What follows belongs to an exercise in optimizing a design on an open flow for small area, a short achievable clock period and few clock cycles; a production flow would make more cautious choices.
In this exercise RTL edits were held to simulation tests only and were not proved equivalent to the original.
No activity file was given, so power comes from the tool's default toggle rates.

--- design/flow/flow/run.sh ---
#!/bin/bash
set -euo pipefail
bash standard.sh SETUP_SLACK_MARGIN=5.3 "BUFFER_PORTS_ARGS=-buffer_cell sky130_fd_sc_hd__buf_2" finish > standard_flow.log 2>&1
--- design/flow/config.mk ---
export PLATFORM = sky130hd
export DESIGN_NAME = stack_cpu
export DESIGN_NICKNAME = stack_cpu
export VERILOG_FILES = /design/flow/design.v
export SDC_FILE = /design/flow/constraint.sdc
export NUM_CORES = 4
export LEC_CHECK = 0
export CAP_MARGIN = 20
export CORE_MARGIN = 2
export CORE_UTILIZATION = 40
export CTS_CLUSTER_DIAMETER = 150
export CTS_CLUSTER_SIZE = 25
export SLEW_MARGIN = 20
--- design/flow/standard.sh ---
#!/bin/bash
# synth_recipe.tcl (not shown) runs the flow's synth.tcl, then flattens the netlist and writes it again
# the make line also repeats each setting of config.mk as NAME=value (left out here)
make -C /OpenROAD-flow-scripts/flow DESIGN_CONFIG=/design/flow/config.mk WORK_HOME=/design/flow/orfs CLKGATE_MAP_FILE= SYNTH_SCRIPT=/design/flow/synth_recipe.tcl "${@:-finish}"
--- design/flow/constraint.sdc ---
create_clock -name core_clock -period 8.0 [get_ports {clk}]
set_input_delay 1.6000 -clock core_clock [delete_from_list [all_inputs] [get_ports {clk}]]
set_output_delay 1.6000 -clock core_clock [all_outputs]
set_load 0.01 [all_outputs]
--- design/flow/design.v ---
module stack_cpu (
    input  logic        clk,
    input  logic        reset,
    output logic [23:0] flash_addr,
    output logic        flash_enable,
    input  logic [7:0]  flash_data,
    input  logic        flash_ready,
    output logic [7:0]  uart_data,
    output logic        uart_send,
    input  logic        uart_busy,
    output logic        halted
);
    localparam logic [3:0] l_hold = 4'b1010;
    localparam logic [3:0] l_sec  = 4'b1100;
    localparam logic [3:0] l_and  = 4'b1000;
    localparam logic [3:0] l_or   = 4'b1110;
    localparam logic [3:0] l_xor  = 4'b0110;
    localparam logic [3:0] l_xnor = 4'b1001;
    localparam logic [3:0] l_not  = 4'b0101;
    localparam logic [3:0] l_zero = 4'b0000;
    localparam logic [2:0] f_idle = 3'd0;    
    localparam logic [2:0] f_r1   = 3'd1;    
    localparam logic [2:0] f_r2   = 3'd2;    
    localparam logic [2:0] f_chk  = 3'd3;    
    localparam logic [2:0] f_hold = 3'd4;    
    logic [2:0]  fst;
    logic        hold_mode;
    logic        low_seen;
    logic        got;           
    logic        fail;
    logic [3:0]  c_lo;          
    logic [3:0]  c_hi;          
    logic        c_alo;         
    logic        c_ahi;         
    logic        c_sub;         
    logic        c_fsel;        
    logic        c_fz;          
    logic        c_flt;         
    logic        c_sgn;         
    logic        c_push;        
    logic        c_pop;         
    logic        c_swap;        
    logic        c_ssh;         
    logic        c_uart;        
    logic        c_taken;       
    logic        c_jump;        
    logic        c_tgt0;        
    logic        c_e2;          
    logic        c_e2imm;       
    logic        c_e3;          
    logic        pp;            
    logic        hp;            
    logic [7:0]  xb;            
    logic        armed;         
    logic        free_next;     
    logic        xv;            
    logic        dec_now;       
    logic [2:0]  imc;           
    logic        is_branch;     
    logic        taken;
    logic [7:0]  target_lo;     
    logic        imm_last;      
    logic        is_op;
    logic [31:0] top;
    logic [31:0] second;
    logic [31:0] lut;
    logic [31:0] carries;
    logic [31:0] next_top;
    logic        zero;
    logic        carry;         
    logic        cout_lo;
    logic        cout_hi;
    logic        lt_u;
    logic        lt_s;
    logic        flagq;
    assign is_op     = (imc == 3'd0);
    assign imm_last  = (imc == 3'd1);
    logic        uart_free;
    assign uart_free = !uart_send && !c_uart;
    assign dec_now   = xv && !c_e2 && !c_e3 && !pp && !hp && !halted;
    assign free_next = !xv || dec_now;
    assign got  = flash_ready && armed;
    assign fail = (fst == f_chk) && !(flash_ready && low_seen);
    logic        skip;          
    logic        load_target;
    logic        inc_lo;
    logic [22:0] inc_hi;
    logic [23:0] addr_inc;
    assign load_target = skip && taken;
    assign inc_lo      = flash_addr[0] | skip;
    always_comb begin
        for (int i = 0; i < 23; i++) begin
            inc_hi[i] = flash_addr[i + 1] ^ (inc_lo && (&(flash_addr[23:1] | ~(23'h7fffff >> (23 - i)))));
        end
    end
    assign addr_inc = {inc_hi, flash_addr[0] ^ !skip};
    always_ff @(posedge clk) begin
        if (reset) flash_addr <= 24'd0;
        else if (got) flash_addr <= (load_target) ? {flash_data, xb, target_lo} : addr_inc;
    end
    logic [2:0]  fst_n;
    logic        fen_n;
    logic        hold_n;
    logic        low_n;
    logic        free_n;
    always_comb begin
        fst_n  = fst;
        fen_n  = flash_enable;
        hold_n = hold_mode;
        low_n  = low_seen;
        if (reset) begin
            fst_n  = f_idle;
            fen_n  = 1'b0;
            hold_n = 1'b0;
            low_n  = 1'b0;
        end else if (halted) begin
            fst_n = f_idle;
            fen_n = 1'b0;
        end else begin
            case (fst)
                f_idle: begin
                    fen_n  = 1'b1;
                    hold_n = 1'b0;
                    low_n  = 1'b0;
                    fst_n  = f_r1;
                end
                f_r1: fst_n = f_r2;
                f_r2: begin
                    low_n = !flash_ready;
                    if (hold_mode || !free_next) begin
                        fst_n = f_hold;
                    end else begin
                        fen_n = 1'b0;
                        fst_n = f_chk;
                    end
                end
                f_chk: begin
                    fen_n  = 1'b1;
                    hold_n = fail;
                    low_n  = 1'b0;
                    fst_n  = f_r1;
                end
                f_hold: begin
                    if (!flash_ready) low_n = 1'b1;
                    if (got) begin
                        fen_n = 1'b0;
                        fst_n = f_idle;
                    end
                end
                default: fst_n = f_idle;
            endcase
        end
        free_n = reset || !xv || dec_now;
    end
    always_ff @(posedge clk) begin
        fst          <= fst_n;
        flash_enable <= fen_n;
        hold_mode    <= hold_n;
        low_seen     <= low_n;
        armed        <= low_n && ((fst_n == f_chk) || ((fst_n == f_hold) && free_n));
    end
    always_ff @(posedge clk) begin
        if (reset) begin
            imc  <= 3'd0;
            skip <= 1'b0;
            xv   <= 1'b0;
        end else begin
            if (got) xv <= 1'b1;
            else if (dec_now) xv <= 1'b0;
            if (dec_now) begin
                skip <= 1'b0;
                if (!is_op) begin
                    imc  <= imc - 3'd1;
                    skip <= is_branch && (imc == 3'd2);
                end else if (xb == 8'h01) begin
                    imc       <= 3'd4;
                    is_branch <= 1'b0;
                end else if (xb == 8'h0e || xb == 8'h0f) begin
                    imc       <= 3'd3;
                    is_branch <= 1'b1;
                end
            end
        end
        if (got) xb <= flash_data;
    end
    always_ff @(posedge clk) begin
        c_lo    <= l_hold;
        c_hi    <= l_hold;
        c_alo   <= 1'b0;
        c_ahi   <= 1'b0;
        c_sub   <= 1'b0;
        c_fsel  <= 1'b0;
        c_fz    <= 1'b0;
        c_flt   <= 1'b0;
        c_sgn   <= 1'b0;
        c_push  <= 1'b0;
        c_pop   <= 1'b0;
        c_swap  <= 1'b0;
        c_ssh   <= 1'b0;
        c_uart  <= 1'b0;
        c_taken <= 1'b0;
        c_jump  <= 1'b0;
        c_tgt0  <= 1'b0;
        c_e2    <= 1'b0;
        c_e2imm <= 1'b0;
        c_e3    <= 1'b0;
        if (reset) begin
            pp     <= 1'b0;
            hp     <= 1'b0;
            halted <= 1'b0;
        end else if (c_e2) begin
            if (c_e2imm) begin
                c_lo   <= l_sec;
                c_hi   <= l_sec;
                c_swap <= 1'b1;
            end else begin
                case (xb[3:0])    
                    4'h2: begin c_hi <= l_xor; c_ahi <= 1'b1; c_pop <= 1'b1; end
                    4'h3: begin c_hi <= l_xnor; c_ahi <= 1'b1; c_pop <= 1'b1; end
                    4'ha, 4'hc: begin
                        c_hi  <= l_xnor;
                        c_ahi <= 1'b1;
                        c_flt <= 1'b1;
                        c_sgn <= !xb[2];
                        c_pop <= 1'b1;
                        c_e3  <= 1'b1;
                    end
                    4'h9: begin c_lo <= l_zero; c_hi <= l_zero; c_fsel <= 1'b1; c_pop <= 1'b1; end
                    4'h5: begin c_lo <= l_zero; c_hi <= l_zero; c_fsel <= 1'b1; end
                    default: begin c_lo <= l_sec; c_hi <= l_sec; c_pop <= 1'b1; end   
                endcase
            end
        end else if (c_e3) begin
            c_lo   <= l_zero;
            c_hi   <= l_zero;
            c_fsel <= 1'b1;
        end else if (pp && uart_free) begin
            c_lo   <= l_sec;
            c_hi   <= l_sec;
            c_pop  <= 1'b1;
            c_uart <= 1'b1;
            pp     <= 1'b0;
        end else if (hp && uart_free) begin
            halted <= 1'b1;
            hp     <= 1'b0;
        end else if (dec_now) begin
            if (!is_op) begin
                if (!is_branch) begin
                    c_ssh <= 1'b1;
                    if (imm_last) begin c_e2 <= 1'b1; c_e2imm <= 1'b1; end
                end
                if (is_branch && imc == 3'd3) c_tgt0 <= 1'b1;
            end else begin
                case (xb)
                    8'h01, 8'h12: c_push <= 1'b1;                                    
                    8'h14: begin c_push <= 1'b1; c_lo <= l_sec; c_hi <= l_sec; end  
                    8'h02: begin c_lo <= l_xor; c_alo <= 1'b1; c_e2 <= 1'b1; end
                    8'h03, 8'h0a, 8'h0c: begin
                        c_lo  <= l_xnor;
                        c_alo <= 1'b1;
                        c_sub <= 1'b1;
                        c_e2  <= 1'b1;
                    end
                    8'h09: begin c_lo <= l_xor; c_hi <= l_xor; c_fz <= 1'b1; c_e2 <= 1'b1; end
                    8'h35: begin c_fz <= 1'b1; c_e2 <= 1'b1; end                     
                    8'h0e: begin c_taken <= 1'b1; c_e2 <= 1'b1; end                  
                    8'h0f: c_jump <= 1'b1;
                    8'h16: begin c_lo <= l_and; c_hi <= l_and; c_pop <= 1'b1; end
                    8'h17: begin c_lo <= l_or;  c_hi <= l_or;  c_pop <= 1'b1; end
                    8'h18: begin c_lo <= l_xor; c_hi <= l_xor; c_pop <= 1'b1; end
                    8'h19: begin c_lo <= l_not; c_hi <= l_not; end
                    8'h05: begin c_lo <= l_sec; c_hi <= l_sec; c_pop <= 1'b1; end    
                    8'h13: begin c_lo <= l_sec; c_hi <= l_sec; c_swap <= 1'b1; end   
                    8'h08: begin                                                     
                        if (!uart_free) pp <= 1'b1;
                        else begin c_lo <= l_sec; c_hi <= l_sec; c_pop <= 1'b1; c_uart <= 1'b1; end
                    end
                    8'hff: begin                                                     
                        if (!uart_free) hp <= 1'b1;
                        else halted <= 1'b1;
                    end
                    default: ;
                endcase
            end
        end
    end
    always_comb begin
        for (int i = 0; i < 16; i++) lut[i] = c_lo[{second[i], top[i]}];
        for (int i = 16; i < 32; i++) lut[i] = c_hi[{second[i], top[i]}];
    end
    logic [15:0] g_lo;
    logic [15:0] g_hi;
    logic [16:0] c_lo_chain;
    logic [16:0] c_hi_chain;
    always_comb begin
        for (int i = 0; i < 16; i++) begin
            g_lo[i] = c_alo && second[i] && !lut[i];
            g_hi[i] = c_ahi && second[i + 16] && !lut[i + 16];
        end
    end
    prefix_carry u_carry_lo (.g(g_lo), .p(lut[15:0]),  .cin(c_sub),          .c(c_lo_chain));
    prefix_carry u_carry_hi (.g(g_hi), .p(lut[31:16]), .cin(c_ahi && carry), .c(c_hi_chain));
    assign carries = {c_hi_chain[15:0], c_lo_chain[15:0]};
    assign cout_lo = c_lo_chain[16];
    assign cout_hi = c_hi_chain[16];
    always_comb begin
        next_top = lut ^ carries;
        if (c_fsel) next_top = {31'd0, flagq};
    end
    assign zero = (lut == 32'd0);
    assign lt_u = !cout_hi;
    assign lt_s = lut[31] ? !carries[31] : second[31];
    always_ff @(posedge clk) begin
        top <= next_top;
        if (c_fz) flagq <= zero;
        if (c_flt) flagq <= c_sgn ? lt_s : lt_u;
        if (c_alo) carry <= cout_lo;
        if (c_taken) taken <= !zero;
        if (c_jump) taken <= 1'b1;
        if (c_tgt0) target_lo <= xb;
    end
    logic [31:0] mem [6];
    logic [2:0]  p;
    logic [5:0]  rsel;
    logic        tsel;
    logic        hsel;
    logic [31:0] second_d;
    always_ff @(posedge clk) begin
        if (reset) p <= 3'd6;    
        else if (c_push) p <= p + 3'd1;
        else if (c_pop) p <= p - 3'd1;
    end
    always_ff @(posedge clk) begin
        for (int i = 0; i < 6; i++) begin
            if (c_push && p == 3'(i)) mem[i] <= second;
        end
    end
    assign tsel = c_push || c_swap;
    assign hsel = !(c_push || c_swap || c_pop || c_ssh);
    always_comb begin
        for (int i = 0; i < 6; i++) rsel[i] = c_pop && (p == 3'(i + 1));
        second_d = ({32{tsel}} & top) | ({32{c_ssh}} & {xb, second[31:8]}) | ({32{hsel}} & second);
        for (int i = 0; i < 6; i++) second_d = second_d | ({32{rsel[i]}} & mem[i]);
    end
    always_ff @(posedge clk) begin
        second <= second_d;
    end
    always_ff @(posedge clk) begin
        if (reset) begin
            uart_send <= 1'b0;
        end else if (c_uart) begin
            uart_send <= 1'b1;
        end else if (!uart_busy) begin
            uart_send <= 1'b0;    
        end
        if (c_uart) uart_data <= top[7:0];
    end
endmodule
module prefix_carry (
    input  logic [15:0] g,
    input  logic [15:0] p,
    input  logic        cin,
    output logic [16:0] c
);
    logic [15:0] gg [5];
    logic [15:0] pp [5];
    always_comb begin
        gg[0] = g;
        pp[0] = p;
        gg[0][0] = g[0] | (p[0] & cin);
        for (int l = 0; l < 4; l++) begin
            for (int i = 0; i < 16; i++) begin
                if ((i >> l) & 1) begin
                    gg[l + 1][i] = gg[l][i] | (pp[l][i] & gg[l][((i >> l) << l) - 1]);
                    pp[l + 1][i] = pp[l][i] & pp[l][((i >> l) << l) - 1];
                end else begin
                    gg[l + 1][i] = gg[l][i];
                    pp[l + 1][i] = pp[l][i];
                end
            end
        end
        c = {gg[4], cin};
    end
endmodule
==> summary.txt, run 1 <==
Status
  • Status: no timing/DRC/antenna violations

Yosys
  • Register area share after synthesis: between 50% and 60%
  • Compound-Gate Fraction of Synth Area: roughly 17%
  • Top FF cell, synth: edfxtp_1
  • Netlist cell types: 65
  • Xor/xnor cell area share of the yosys netlist: between 1.5 and 2%
  • Syn avg cell area: between 10 and 15 um2
  • Number of enable flip-flop cells after synthesis: 219
  • Mapped Area: 15,500 um2
  • Main combinational cell family by area after synthesis: compound AO/OA/AOI/OAI gates
  • Post-synth ARST share: 0%
  • Post-Synthesis Net Count: ~1,300
  • YS warnings: 5
  • Post-Syn Instances: roughly 1,300
  • Post-Synth Simple-Gate Area: 11.9%
  • Synth Area in Adders: about 1.1%
  • Multiplexer area fraction after synthesis: about 6.5%
  • Post-synthesis register bit count: 352

Layout
  • Final Cell Area: around 17,000 um2
  • Final Non-Filler Cells: roughly 1,900
  • Most frequent cells in the layout: edfxtp_1 (219), nor2_1 (102), dfxtp_1 (92)
  • Ant diodes: 0
  • Area Overhead vs Synth: 10.6%
  • Layout fillers: between 3,000 and 4,000
  • Commonest non-fill, non-tap cell in the layout: edfxtp_1
  • Final core occ: around 45%
  • # nets final: about 1,400
  • Layout cells sized above 1: ~16%

Power and ir drop
  • Pwr Density: 202 nW/um2
  • Peak VDD IR: 156 uV
  • Leak Pwr: roughly 0.0058 uW

STA
  • Final TNS setup: 0 ns
  • Final setup fails: 0
  • Crit path time final: about 2.7 ns
  • Setup repair after global routing missed its margin: true
  • Slew margin rel.: between 20% and 30%
  • Tcrit/Tclk final: 33.8%
  • Fin. Hold Viols: 0
  • Max Freq: roughly 370 MHz
  • Final Slew Violations: 0
  • Setup Skew: roughly 0.031 ns
  • Worst-Margin Slew: between 1 and 1.5 ns

Place
  • Port-buffer cells: between 40 and 50
  • Placed cell area: 16,100 um2
  • Detailed placement HPWL: around 23,000 um
  • Gpl congestion: 0.861
  • Dpl cells: between 1,500 and 2,000

Setup path
  • WP buf/inv: 0
  • Top delay family on crit path: compound AO/OA/AOI/OAI gates
  • Crit-path cells: mux4_2 -> and2_4 -> a221o_1 -> a22o_1 -> a21o_1 -> a31o_1 -> or4_1 -> nand3_1
  • Largest stage delay on the critical path: between 0.5 and 0.6 ns
  • Worst Setup Start Kind: flop
  • Crit Path Max Fanout: 9
  • Crit end category: flop
  • Arrival @ worst endpoint: ~3.2 ns
  • R2r setup slk: between 5 and 6 ns
  • Worst Reg-to-Reg Cells: 8
  • Reg-to-reg endpoint: top[15]$_SDFF_PP0_
  • FF-to-FF Start: c_lo[2]$_SDFF_PP0_
  • CP Class: reg -> reg
  • Slowest cell on crit path: mux4_2
  • Worst EP required: 8.48 ns

Clocking
  • Depth of the CTS H-tree: 1
  • Total CTS buffers: 18
  • Worst skew pair latency: roughly 0.53 ns
  • CTS tree: done
  • Clk sink count: ~350
  • Clk buf depth: 3
  • Worst-path clk slew: ~0.10 ns
  • Hold buffers post-CTS: 0
  • Clk root buf: clkbuf_16

Global route
  • Met1 Use GR: approximately 28%
  • Initial antenna violation count: 0
  • M2 GR Usage: between 30 and 40%
  • Met3 Use GR: between 1.5 and 2%
  • Largest net degree at the start of global routing: 56
  • Congestion Overflow GR: 0
  • Vias in the first global route: around 10,000
  • GRT Total Usage: 19.1%
  • Busiest grt layer: met2
  • First-pass GRT wire length: 61,600 um

Die
  • Ports: 47
  • # rows: 72
  • Initial Utilization: approximately two fifths
  • Die Y: approximately 200 um
  • Width of the die: between 200 and 250 um
  • Core Area: 38,500 um2
  • Die area: between 40,000 and 50,000 um2

Drt
  • Via density per instance: 5.95
  • WL final: between 30,000 and 40,000 um
  • DRC: 0
  • Routed wire length per instance: 21.3 um
  • Detailed Route Iter0 Violations: between 1,000 and 1,500
  • Final ANT Viol Nets: 0
  • DRT Pass-1 Iters: 7
  • DR vias: between 10,000 and 15,000

Hold path
  • Hold Path Sink: taken$_SDFFE_PP1P_
  • Hold/Removal Path Class: reg -> reg
  • Hold Path Cell Cnt: 1
  • Hold_sp: c_jump$_SDFF_PP0_

Job
  • Maxcap violations: 0
-- metrics by stage --
stage | power (uW) | worst slack, ns | hold slack [ns]
floorplan | 2340 | 5.30 | 0.390
global placement | 2420 | 4.40 | 0.405
detailed placement | 2420 | 4.33 | 0.405
CTS | 3460 | 5.23 | 0.431
global route | 3580 | 5.15 | 0.445
finish | 3460 | 5.29 | 0.426
-- cell type report --
class	count	area [um2]	share of cell area (%)
sequential	352	9340	54.5
timing repair buffer	93	624	3.65
clock buffer	31	520	3.04
inverter	22	86.3	0.504
tap	518	648	3.78
multi-input combinational	843	5880	34.3
clock inverter	1	30.0	0.175
-- synthesized netlist by cell type (all sizes together), types with 33 or more instances --
cell type / number / area (um2)
mux2i: 35 / 350
a22oi: 47 / 353
a221oi: 33 / 289
edfxtp: 219 / 6580
clkbuf: 89 / 334
o21ai: 53 / 265
nand2: 77 / 289
nand3: 54 / 270
a21oi: 63 / 315
nor2: 102 / 383
dfxtp: 133 / 2660
a22o: 35 / 307
-- what timing repair did --
item                       in CTS  in global routing
gates cloned                    0                  0
gates resized for setup        47                 31
setup buffers                   7                 27
pin swaps                       1                  7
setup endpoints to repair      62                 31
-- cell families after synthesis --
| family | Yosys count |
|---|---|
| compound gates | 356 |
| xor+xnor | 28 |
| fa+ha+maj | 13 |
| buf+inv | 115 |
| flops | 352 |
| mux | 71 |
| simple gates | 375 |
-- layer usage --
| layer | vias to the layer above | routed length, um | share of wire, % |
|---|---|---|---|
| li1 | 5129 | - | - |
| met5 | - | 0 | 0 |
| met2 | 370 | 18400 | 46 |
| met3 | 44 | 2510 | 6.3 |
| met4 | 0 | 769 | 1.9 |
| met1 | 5519 | 17900 | 45 |
-- state kept, by name, summed over array words and instances, names as in the netlist, 3 cells and up --
signal / count
flash_addr: 24
mem: 192
uart_data: 8
c_lo: 4
xb: 8
top: 32
target_lo: 8
second: 32
fst: 3
p: 3
c_hi: 4
imc: 3
-- power breakdown --
part | total, uW | switching (uW) | internal, uW | leakage, uW
clock network | 1040 | 586 | 457 | 0.000260
logic | 317 | 141 | 176 | 0.00246
registers | 2100 | 104 | 1990 | 0.00312
total | 3460 | 832 | 2630 | 0.00584
-- worst max path at each step --
stage,start,to,slack (ns),cells past startpoint
3_5_place_dp,flash_ready,flash_enable$_SDFFE_PP0P_,4.33,7
3_3_place_gp,flash_ready,flash_addr[19]$_SDFFE_PP0P_,4.40,7
6_report,c_lo[2]$_SDFF_PP0_,top[15]$_SDFF_PP0_,5.29,8
2_1_floorplan,c_lo[3]$_SDFF_PP1_,top[15]$_SDFF_PP0_,5.30,9
5_1_grt,c_hi[3]$_SDFF_PP1_,flagq$_DFFE_PP_,5.15,8
4_1_cts,top[5]$_SDFF_PP0_,top[15]$_SDFF_PP0_,5.23,8
Testbench counts, summed over its fixed seeds: cycles 320,946.
==> run 2: changes to the inputs <==
--- a/design/flow/design.v
+++ b/design/flow/design.v
@@ -67,5 +67,4 @@
     logic [31:0] carries;
     logic [31:0] next_top;
-    logic        zero;
     logic        carry;         
     logic        cout_lo;
@@ -73,5 +72,6 @@
     logic        lt_u;
     logic        lt_s;
-    logic        flagq;
+    logic        zlo;           
+    logic        zhi;           
     assign is_op     = (imc == 3'd0);
     assign imm_last  = (imc == 3'd1);
@@ -228,5 +228,5 @@
                     4'h9: begin c_lo <= l_zero; c_hi <= l_zero; c_fsel <= 1'b1; c_pop <= 1'b1; end
                     4'h5: begin c_lo <= l_zero; c_hi <= l_zero; c_fsel <= 1'b1; end
-                    default: begin c_lo <= l_sec; c_hi <= l_sec; c_pop <= 1'b1; end   
+                    default: begin c_lo <= l_sec; c_hi <= l_sec; c_pop <= 1'b1; c_taken <= 1'b1; end  
                 endcase
             end
@@ -264,5 +264,5 @@
                     8'h09: begin c_lo <= l_xor; c_hi <= l_xor; c_fz <= 1'b1; c_e2 <= 1'b1; end
                     8'h35: begin c_fz <= 1'b1; c_e2 <= 1'b1; end                     
-                    8'h0e: begin c_taken <= 1'b1; c_e2 <= 1'b1; end                  
+                    8'h0e: begin c_fz <= 1'b1; c_e2 <= 1'b1; end                     
                     8'h0f: c_jump <= 1'b1;
                     8'h16: begin c_lo <= l_and; c_hi <= l_and; c_pop <= 1'b1; end
@@ -306,15 +306,20 @@
     always_comb begin
         next_top = lut ^ carries;
-        if (c_fsel) next_top = {31'd0, flagq};
+        if (c_fsel) next_top = {31'd0, zlo && zhi};
     end
-    assign zero = (lut == 32'd0);
     assign lt_u = !cout_hi;
     assign lt_s = lut[31] ? !carries[31] : second[31];
     always_ff @(posedge clk) begin
         top <= next_top;
-        if (c_fz) flagq <= zero;
-        if (c_flt) flagq <= c_sgn ? lt_s : lt_u;
+        if (c_fz) begin
+            zlo <= (lut[15:0] == 16'd0);
+            zhi <= (lut[31:16] == 16'd0);
+        end
+        if (c_flt) begin
+            zlo <= c_sgn ? lt_s : lt_u;
+            zhi <= 1'b1;
+        end
         if (c_alo) carry <= cout_lo;
-        if (c_taken) taken <= !zero;
+        if (c_taken) taken <= !(zlo && zhi);
         if (c_jump) taken <= 1'b1;
         if (c_tgt0) target_lo <= xb;
==> design/flow/flow/run.sh (replaced) <==
#!/bin/bash
set -euo pipefail
bash standard.sh SETUP_SLACK_MARGIN=5.35 "BUFFER_PORTS_ARGS=-buffer_cell sky130_fd_sc_hd__buf_2" finish > standard_flow.log 2>&1
==> summary.txt, run 2 <==
Power and ir drop
  • Total Power: around 3500 uW
  • Pwr Density: ~200 nW/um2
  • Leak Pwr: 0.00591 uW
  • Peak VDD IR: between 200 and 250 uV

Yosys
  • Post-Synthesis Net Count: 1,377
  • Netlist cell types: between 70 and 80
  • Top-count cell post-synth: edfxtp_1
  • Area share of the largest cell type after synthesis: between 40% and 50%
  • Post-synth ARST share: 0%
  • Post-synthesis register bit count: roughly 350
  • Mapped Area: 15,600 um2
  • Syn avg cell area: approximately 12 um2
  • Post-Syn Instances: 1,352
  • Register area share after synthesis: between 50% and 60%
  • Most frequent cells after synthesis: edfxtp_1 (219), dfxtp_1 (134), nor2_1 (108), nand2_1 (88), clkbuf_1 (74)
  • YS warnings: 5
  • Number of enable flip-flop cells after synthesis: 219
  • Top post-synthesis cells by area: edfxtp_1 (42%), dfxtp_1 (17%), mux2i_1 (2.8%)
  • Top FF cell, synth: edfxtp_1
  • Synth area leader: edfxtp_1

Global route
  • Congestion Overflow GR: 0
  • Largest net degree at the start of global routing: between 50 and 60
  • Vias in the first global route: approximately 11,000
  • First-pass GRT wire length: between 60,000 and 70,000 um
  • GRT Total Usage: approximately 20%
  • Initial antenna violation count: 0

Die
  • Die area: between 40,000 and 50,000 um2
  • Initial Utilization: about two fifths
  • Width of the die: between 200 and 250 um
  • Ports: 47
  • Die Y: roughly 200 um
  • # rows: 72
  • Core Area: 38,600 um2

Hold path
  • Hold/Removal Path Class: reg -> reg

Layout
  • Max FFs per register: around 190
  • Final Non-Filler Cells: about 1,900
  • Reg area: 9370 um2
  • Top reg by flops: mem
  • # nets final: roughly 1,400
  • Commonest non-fill, non-tap cell in the layout: edfxtp_1
  • Layout fillers: approximately 3,600
  • Largest registers: mem: 192 flops, second: 32 flops, top: 32 flops
  • Multi-input logic area: about 6000 um2
  • Layout cells sized above 1: about 17%
  • Most frequent cells in the layout: edfxtp_1 (219), nor2_1 (107), dfxtp_1 (92)
  • Area Overhead vs Synth: 12.0%
  • Ant diodes: 0

Status
  • Status: no timing/DRC/antenna violations

Place
  • Detailed placement HPWL: ~24,000 um
  • Pre-CTS setup slack: roughly 4.8 ns
  • Port-buffer cells: between 40 and 50
  • Dpl cells: between 1,500 and 2,000
  • Gpl congestion: around 0.9

Clocking
  • Total CTS buffers: 18
  • Worst skew pair latency: 0.53 ns
  • Hold buffers post-CTS: 0
  • Depth of the CTS H-tree: 1
  • Worst-path clk slew: roughly 0.10 ns
  • CTS tree: done
  • Clk sink count: 353
  • Clk buf depth: 3
  • Clk root buf: clkbuf_16

Setup path
  • Top delay family on crit path: flip-flops
  • WP buf/inv: 1
  • Crit end category: primary output
  • Crit Path Max Fanout: 5
  • Slowest cell on crit path: dfxtp_4
  • R2r setup slk: approximately 5.4 ns
  • Arrival @ worst endpoint: around 1.0 ns
  • Crit-path cells: buf_6
  • Largest stage delay on the critical path: 0.40 ns
  • CP Class: reg -> out
  • Worst EP required: 6.40 ns
  • Worst Setup Start Kind: flop

Drt
  • WL final: between 40,000 and 50,000 um
  • Routed wire length per instance: between 20 and 25 um
  • DR vias: 11,400
  • Via density per instance: ~5.9
  • DRC: 0
  • DRT Pass-1 Iters: 6
  • Final ANT Viol Nets: 0
  • Detailed Route Iter0 Violations: roughly 1,300

STA
  • Final setup fails: 0
  • Hold slack: between 0.4 and 0.5 ns
  • Max Freq: about 380 MHz
  • Setup slack after layout: about 5.4 ns
  • Final TNS setup: 0 ns
  • Setup repair after global routing missed its margin: true
  • Worst-Margin Slew: 1.09 ns
  • Tcrit/Tclk final: between 30% and 40%
  • Setup Skew: 0.0283 ns
  • Crit path time final: around 2.6 ns
  • Fin. Hold Viols: 0
  • Final Slew Violations: 0
  • Slew margin rel.: between 20% and 30%

Job
  • Maxcap violations: 0
run 2: layout make-up:
| type | instances | area share (%) |
|---|---|---|
| flip-flops and latches | 353 | 53.6 |
| multi-input cells | 887 | 34.3 |
| repair buffers | 112 | 4.64 |
| well taps | 518 | 3.71 |
| clock buffers | 31 | 2.98 |
| inverters | 24 | 0.537 |
| clock inverters | 1 | 0.172 |
run 2: cells by family after synthesis:
kind of cell / Yosys count / share of synthesized area (%)
AOI/OAI and AO/OA: 364 / 16.8
xor gates and xnor gates: 23 / 1.29
and+or+nand+nor: 419 / 13.2
buffers and inverters: 112 / 2.77
DFF: 353 / 59.3
muxes: 68 / 5.60
adders and majority gates: 13 / 1.04
run 2: repair_timing:
item | CTS | global route
buffers inserted | 13 | 39
endpoints found under the hold margin | 0 | 0
pin swaps | 0 | 4
cloned | 0 | 0
endpoints found under the setup margin | 44 | 50
resized for setup | 50 | 41
run 2: metal layers:
metal	vias to the layer above	part of all wire, %	wire length, um	GRT usage, %
met5	-	0	0	0
met4	0	1.9	760	3.99
met3	46	6.2	2530	2.25
met2	372	47	19000	32.2
met1	5687	45	18400	27.8
li1	5313	-	-	-
run 2: worst paths after layout:
| path | end | cells past startpoint | startpoint |
|---|---|---|---|
| setup / recovery | flash_addr[8] | 1 | flash_addr[8]$_SDFFE_PP0P_ |
| hold / removal | taken$_SDFFE_PP1P_ | 1 | c_jump$_SDFF_PP0_ |
| setup reg to reg | carry$_DFFE_PP_ | 8 | second[0]$_DFF_P_ |
| hold reg to reg | taken$_SDFFE_PP1P_ | 1 | c_jump$_SDFF_PP0_ |
run 2: power breakdown:
| group | switching, uW | internal [uW] |
|---|---|---|
| Combinational | 152 | 168 |
| Clock | 585 | 457 |
| Sequential | 130 | 2010 |
| Total | 867 | 2640 |
run 2: through the flow:
step / util, % / cell area, um2
6_report: 45.3 / 17500
5_1_grt: 45.3 / 17500
4_1_cts: 44.1 / 17000
3_5_place_dp: 42.2 / 16300
3_3_place_gp: 42.2 / 16300
2_1_floorplan: - / 15600
Testbench counts of run 2, summed over its fixed seeds: cycles 320,946.
==> run 3: changes to the inputs <==
==> design/flow/flow/run.sh (replaced) <==
#!/bin/bash
set -euo pipefail
bash standard.sh SETUP_SLACK_MARGIN=5.25 "BUFFER_PORTS_ARGS=-buffer_cell sky130_fd_sc_hd__buf_2" finish > standard_flow.log 2>&1
==> summary.txt, run 3 <==
Setup path
  • Worst EP required: around 6.4 ns
  • Crit-path cells: buf_2
  • WP buf/inv: 1
  • Crit Path Max Fanout: 8
  • Largest stage delay on the critical path: approximately 0.42 ns
  • Top delay family on crit path: flip-flops
  • Crit end category: primary output
  • Arrival @ worst endpoint: 1.11 ns
  • Slowest cell on crit path: dfxtp_2
  • CP Class: reg -> out
  • Worst Setup Start Kind: flop

Power and ir drop
  • Leak Pwr: about 0.0057 uW
  • Pwr Density: about 210 nW/um2
  • Peak VDD IR: 217 uV

Die
  • Core Area: 38,600 um2
  • Ports: between 40 and 50
  • Die Y: ~200 um
  • Die area: between 40,000 and 50,000 um2
  • # rows: between 70 and 80
  • Width of the die: between 200 and 250 um
  • Initial Utilization: between 40% and 50%

Layout
  • Max FFs per register: about 190
  • Area Overhead vs Synth: 8.97%
  • Most frequent cells in the layout: edfxtp_1 (219), nor2_1 (108), dfxtp_1 (106)
  • Ant diodes: 0
  • # nets final: 1,378
  • Layout fillers: ~3,700
  • Final Non-Filler Cells: ~1,900
  • Largest registers: mem: 192 flops, second: 32 flops, top: 32 flops
  • Top reg by flops: mem
  • Commonest non-fill, non-tap cell in the layout: edfxtp_1
  • Final core occ: between 40 and 50%
  • Layout cells sized above 1: about an eighth

Yosys
  • Area share of the largest cell type after synthesis: a little over two fifths
  • Post-synthesis register bit count: around 350
  • Top FF cell, synth: edfxtp_1
  • Syn avg cell area: approximately 12 um2
  • Register area share after synthesis: 59.3%
  • Number of enable flip-flop cells after synthesis: ~220
  • Top post-synthesis cells by area: edfxtp_1 (42%), dfxtp_1 (17%), mux2i_1 (2.8%)
  • Post-Syn Instances: around 1,400
  • Post-Synthesis Net Count: approximately 1,400
  • Mapped Area: about 16,000 um2
  • Most frequent cells after synthesis: edfxtp_1 (219), dfxtp_1 (134), nor2_1 (108), nand2_1 (88), clkbuf_1 (74)
  • Top-count cell post-synth: edfxtp_1
  • YS warnings: 5
  • Post-synth ARST share: 0%
  • Netlist cell types: between 70 and 80
  • Synth area leader: edfxtp_1

Drt
  • DRC: 0
  • Routed wire length per instance: between 20 and 25 um
  • Detailed Route Iter0 Violations: roughly 1,300
  • WL final: 40,000 um
  • Final ANT Viol Nets: 0
  • DRT Pass-1 Iters: 6
  • Via density per instance: 5.96
  • DR vias: about 11,000

STA
  • Final setup fails: 0
  • Final Slew Violations: 0
  • Worst-Margin Slew: about 1.1 ns
  • Setup Skew: roughly 0.028 ns
  • Slew margin rel.: between 20% and 30%
  • Max Freq: between 300 and 400 MHz
  • Setup repair after global routing missed its margin: true
  • Final TNS setup: 0 ns
  • Fin. Hold Viols: 0
  • Tcrit/Tclk final: around 34%
  • Crit path time final: 2.71 ns

Place
  • Dpl cells: roughly 1,800
  • Gpl congestion: just under 0.9
  • Detailed placement HPWL: between 20,000 and 25,000 um
  • Port-buffer cells: 46

Clocking
  • CTS tree: done
  • Total CTS buffers: 18
  • Clk buf depth: 3
  • Worst-path clk slew: 0.10 ns
  • Worst skew pair latency: 0.53 ns
  • Clk sink count: 353
  • Clk root buf: clkbuf_16
  • Depth of the CTS H-tree: 1
  • Hold buffers post-CTS: 0

Global route
  • Largest net degree at the start of global routing: 58
  • Congestion Overflow GR: 0
  • Initial antenna violation count: 0
  • GRT Total Usage: around a fifth
  • First-pass GRT wire length: approximately 63,000 um
  • Vias in the first global route: between 10,000 and 15,000

Hold path
  • Hold/Removal Path Class: reg -> reg

Status
  • Status: no timing/DRC/antenna violations

Job
  • Maxcap violations: 0
## run 3: cell count changes in the layout (fill, tap and decap cells not counted), sizes merged
cell | previous run | this run
clkbuf | 32 | 31
buf | 111 | 69
## run 3: area by class of cell
class | instances | area [um2] | share of cell area [%]
sequential | 353 | 9310 | 54.8
multi-input combinational | 887 | 5980 | 35.2
tap | 518 | 648 | 3.81
clock buffer | 31 | 520 | 3.06
timing repair buffer | 69 | 415 | 2.44
inverter | 24 | 93.8 | 0.552
clock inverter | 1 | 30.0 | 0.177
## run 3: final timing paths
check / startpoint / to / slack (ns) / cells past startpoint
max: flash_addr[11]$_SDFFE_PP0P_ / flash_addr[11] / 5.29 / 1
min: c_jump$_SDFF_PP0_ / taken$_SDFFE_PP1P_ / 0.42 / 1
max reg2reg: top[5]$_SDFF_PP0_ / top[13]$_SDFF_PP0_ / 5.40 / 8
min reg2reg: c_jump$_SDFF_PP0_ / taken$_SDFFE_PP1P_ / 0.42 / 1
## run 3: kinds of logic (layout without fill, tap and decap cells)
| group | Yosys count | in the layout | share of synthesized area (%) |
|---|---|---|---|
| muxes | 68 | 68 | 5.60 |
| xor gates and xnor gates | 23 | 23 | 1.29 |
| AOI/OAI and AO/OA | 364 | 364 | 16.8 |
| DFF | 353 | 353 | 59.3 |
| buffers and inverters | 112 | 125 | 2.77 |
| and+or+nand+nor | 419 | 419 | 13.2 |
| adders and majority gates | 13 | 13 | 1.04 |
## run 3: per-layer routing
metal / part of all wire (%) / up-vias / GRT usage [%]
met5: 0 / - / 0
met4: 1.9 / 0 / 4.07
met3: 6.0 / 44 / 2.28
met2: 47 / 343 / 32.0
met1: 45 / 5592 / 27.6
li1: - / 5244 / -
## run 3: power breakdown
| group | total (uW) | internal (uW) | switching, uW |
|---|---|---|---|
| clock network | 1040 | 457 | 584 |
| registers | 2150 | 2020 | 130 |
| logic | 319 | 167 | 152 |
| total | 3510 | 2640 | 866 |
## run 3: metrics by stage
step                power, uW  cell area [um2]  hold WS (ns)  worst slack, ns
floorplan                2410            15600         0.386             5.41
global placement         2500            16300         0.398             4.85
detailed placement       2510            16300         0.406             4.84
CTS                      3530            16800         0.431             5.22
global route             3650            17000         0.446             5.20
finish                   3510            17000         0.425             5.29
## run 3: timing repair
item | 4_1_cts | 5_1_grt
setup endpoints to repair | 23 | 27
resized for setup | 23 | 24
pin swaps | 0 | 4
buffers inserted | 0 | 9
==> run 4: changes to the inputs <==
==> design/flow/flow/run.sh (replaced) <==
#!/bin/bash
set -euo pipefail
bash standard.sh SETUP_SLACK_MARGIN=5.3 "BUFFER_PORTS_ARGS=-buffer_cell sky130_fd_sc_hd__buf_2" finish > standard_flow.log 2>&1
==> summary.txt, run 4 <==
Clocking
  • Worst skew pair latency: about 0.53 ns
  • CTS tree: done
  • Total CTS buffers: 18
  • Worst-path clk slew: around 0.1 ns
  • Clk sink count: between 300 and 400
  • Clk buf depth: 3
  • Depth of the CTS H-tree: 1
  • Clk root buf: clkbuf_16

Place
  • Dpl cells: between 1,500 and 2,000
  • Pre-CTS setup slack: approximately 4.8 ns
  • Gpl congestion: between 0.8 and 0.9
  • Placed cell area: ~16,000 um2
  • Detailed placement HPWL: ~24,000 um
  • Port-buffer cells: 46

Setup path
  • WP buf/inv: 1
  • Worst EP required: 6.40 ns
  • Crit-path cells: buf_2
  • Crit end category: primary output
  • R2r setup slk: approximately 5.4 ns
  • Crit Path Max Fanout: 6
  • Arrival @ worst endpoint: between 1 and 1.5 ns
  • Reg-to-reg endpoint: top[13]$_SDFF_PP0_
  • CP Class: reg -> out
  • Worst Setup Start Kind: flop
  • Worst Reg-to-Reg Cells: 8
  • Largest stage delay on the critical path: roughly 0.40 ns
  • Top delay family on crit path: flip-flops
  • FF-to-FF Start: c_lo[2]$_SDFF_PP0_
  • Slowest cell on crit path: dfxtp_2

STA
  • Setup repair after global routing missed its margin: true
  • Fin. Hold Viols: 0
  • Setup Skew: 0.0296 ns
  • Final TNS setup: 0 ns
  • Final setup fails: 0
  • Crit path time final: between 2 and 3 ns
  • Setup slack after layout: between 5 and 6 ns
  • Slew margin rel.: between 20% and 30%
  • Worst-Margin Slew: ~1.1 ns
  • Max Freq: about 370 MHz
  • Final Slew Violations: 0
  • Tcrit/Tclk final: 33.4%

Layout
  • Largest registers: mem: 192 flops, second: 32 flops, top: 32 flops
  • Final Cell Area: 17,100 um2
  • Area Overhead vs Synth: 9.85%
  • Commonest non-fill, non-tap cell in the layout: edfxtp_1
  • Final Non-Filler Cells: around 1,900
  • Layout fillers: 3,661
  • Layout cells sized above 1: 14.1%
  • Max FFs per register: around 190
  • Most frequent cells in the layout: edfxtp_1 (219), nor2_1 (107), dfxtp_1 (98)
  • # nets final: roughly 1,400
  • Ant diodes: 0
  • Top reg by flops: mem

Yosys
  • Synth area leader: edfxtp_1
  • Register area share after synthesis: 59.3%
  • Post-synthesis register bit count: between 300 and 400
  • Area share of the largest cell type after synthesis: around 42%
  • Most frequent cells after synthesis: edfxtp_1 (219), dfxtp_1 (134), nor2_1 (108), nand2_1 (88), clkbuf_1 (74)
  • Top-count cell post-synth: edfxtp_1
  • Post-Syn Instances: 1,352
  • Netlist cell types: around 70
  • Syn avg cell area: 11.5 um2
  • Mapped Area: roughly 16,000 um2
  • Post-synth ARST share: 0%
  • Post-Synthesis Net Count: approximately 1,400
  • Top FF cell, synth: edfxtp_1
  • YS warnings: 5
  • Number of enable flip-flop cells after synthesis: between 200 and 250
  • Top post-synthesis cells by area: edfxtp_1 (42%), dfxtp_1 (17%), mux2i_1 (2.8%)

Drt
  • DRC: 0
  • Detailed Route Iter0 Violations: between 1,000 and 1,500
  • Final ANT Viol Nets: 0
  • Routed wire length per instance: about 21 um
  • DRT Pass-1 Iters: 6
  • WL final: roughly 40,000 um
  • Via density per instance: between 5 and 6
  • DR vias: between 10,000 and 15,000

Power and ir drop
  • Pint: 2640 uW
  • Peak VDD IR: 216 uV
  • Clock power share: between 20 and 30%
  • Leak Pwr: around 0.0057 uW
  • Combinational fraction of design power: 9.1%
  • Pwr Density: 205 nW/um2
  • Total Power: ~3500 uW
  • Sw Ratio: 24.7%
  • Psw: 865 uW
  • Sequential Power Share: 61.2%

Die
  • Ports: 47
  • Die Y: between 200 and 250 um
  • Die area: 40,600 um2
  • # rows: 72
  • Width of the die: 202 um
  • Core Area: between 30,000 and 40,000 um2
  • Initial Utilization: between 40% and 50%

Global route
  • GRT Total Usage: approximately a fifth
  • Vias in the first global route: 10,800
  • Congestion Overflow GR: 0
  • Initial antenna violation count: 0
  • First-pass GRT wire length: around 63,000 um
  • Largest net degree at the start of global routing: 58

Hold path
  • Hold_sp: c_jump$_SDFF_PP0_
  • Hold Path Cell Cnt: 1
  • Hold Path Sink: taken$_SDFFE_PP1P_
  • Hold/Removal Path Class: reg -> reg

Status
  • Status: no timing/DRC/antenna violations

Job
  • Maxcap violations: 0
[run 4: cell counts after synthesis]
No cell type changed its count.
[run 4: how the worst max path moves through the flow]
stage | slack [ns] | startpoint | end | cells past startpoint
final | 5.32 | flash_addr[14]$_SDFFE_PP0P_ | flash_addr[14] | 1
after global placement | 4.85 | flash_ready | flash_addr[11]$_SDFFE_PP0P_ | 8
after detailed placement | 4.84 | flash_ready | flash_addr[17]$_SDFFE_PP0P_ | 8
after CTS | 5.29 | skip$_SDFFE_PP0N_ | flash_addr[23]$_SDFFE_PP0P_ | 10
after global routing | 5.19 | skip$_SDFFE_PP0N_ | flash_addr[14]$_SDFFE_PP0P_ | 10
after floorplan | 5.41 | flash_ready | xb[0]$_DFFE_PP_ | 3
[run 4: area by class of cell]
class | instances | area [um2] | area share, %
Multi-Input combinational cell | 887 | 5990 | 34.9
Clock inverter | 1 | 30.0 | 0.175
Clock buffer | 31 | 520 | 3.04
Tap cell | 518 | 648 | 3.78
Sequential cell | 353 | 9340 | 54.5
Timing Repair Buffer | 81 | 518 | 3.02
Inverter | 24 | 93.8 | 0.547
[run 4: worst register-to-register path, cell delays in order, from the launching register on]
cell and delay, ns:
dfxtp_4 0.45, mux4_2 0.56, and2_4 0.19, a221o_1 0.35
nor2b_4 0.14, a211oi_4 0.28, o21ai_1 0.16, o21a_1 0.19
nor3_1 0.17
[run 4: logic make-up (layout without fill, tap and decap cells)]
group           Yosys count  in the layout  synth area share, %
buf+inv                 112            137                 2.77
xor+xnor                 23             23                 1.29
flops                   353            353                 59.3
compound gates          364            364                 16.8
simple gates            419            419                 13.2
fa+ha+maj                13             13                 1.04
mux                      68             68                 5.60
[run 4: stage by stage]
stage               hold slack (ns)  utilization, %
floorplan                     0.386               -
CTS                           0.431            43.8
finish                        0.427            44.5
detailed placement            0.406            42.2
global route                  0.446            44.5
global placement              0.398            42.2
[run 4: power groups by stage]
stage / Clock [uW] / Combinational [uW] / Sequential, uW
floorplan: 0 / 266 / 2140
global placement: 0 / 309 / 2190
detailed placement: 0 / 314 / 2190
CTS: 1060 / 317 / 2150
global route: 1120 / 357 / 2170
finish: 1040 / 319 / 2150
[run 4: metal layers]
| metal | track usage [%] | part of all wire, % | vias up |
|---|---|---|---|
| met1 | 27.7 | 45 | 5632 |
| met4 | 4.02 | 1.9 | 0 |
| met3 | 2.27 | 6.3 | 44 |
| met2 | 32.1 | 47 | 351 |
| met5 | 0 | 0 | - |
| li1 | - | - | 5260 |
[run 4: what timing repair did]
item | in CTS | in global routing
resized for setup | 44 | 23
hold endpoints to repair | 0 | 0
setup endpoints to repair | 34 | 35
hold buffers | 0 | 0
setup buffers | 1 | 20
pin swaps | 0 | 4

-- static timing again, ports no longer ideal --
How much do the figures lean on ideal ports? The routed layouts below were timed once more, with nothing changed but the port constraints. Step 1 assumes that a clkbuf_16 drives the clock port and a buf_2 every other input. Step 2 times the ports against the registers' clock, not the clock port: input delays grow and output delays shrink by t, the midpoint of the rising clock arrivals with the driver on. a / b / c = no drivers / after step 1 / after step 2; a / b = the first two.
| run | t (ns) | slack for setup (ns) | worst hold slack (ns) | slew at the worst register clock pin (ns) | worst slew at a driven data input, ns |
|---|---|---|---|---|---|
| run 1 | 0.565 | 5.294 / 5.290 / 4.912 | 0.426 / 0.426 / 0.426 | 0.11 / 0.11 | 0.03 |
| run 2 | 0.567 | 5.363 / 5.314 / 4.924 | 0.425 / 0.425 / 0.425 | 0.11 / 0.11 | 0.03 |
| run 3 | 0.564 | 5.293 / 5.245 / 4.928 | 0.425 / 0.425 / 0.425 | 0.11 / 0.11 | 0.04 |
| run 4 | 0.565 | 5.324 / 5.276 / 4.939 | 0.427 / 0.427 / 0.427 | 0.10 / 0.10 | 0.04 |
After both steps setup and hold are still met in every run listed. The setup slack of run 2, which loses most, moves by -0.049 ns with the drivers and by -0.439 ns with both steps.
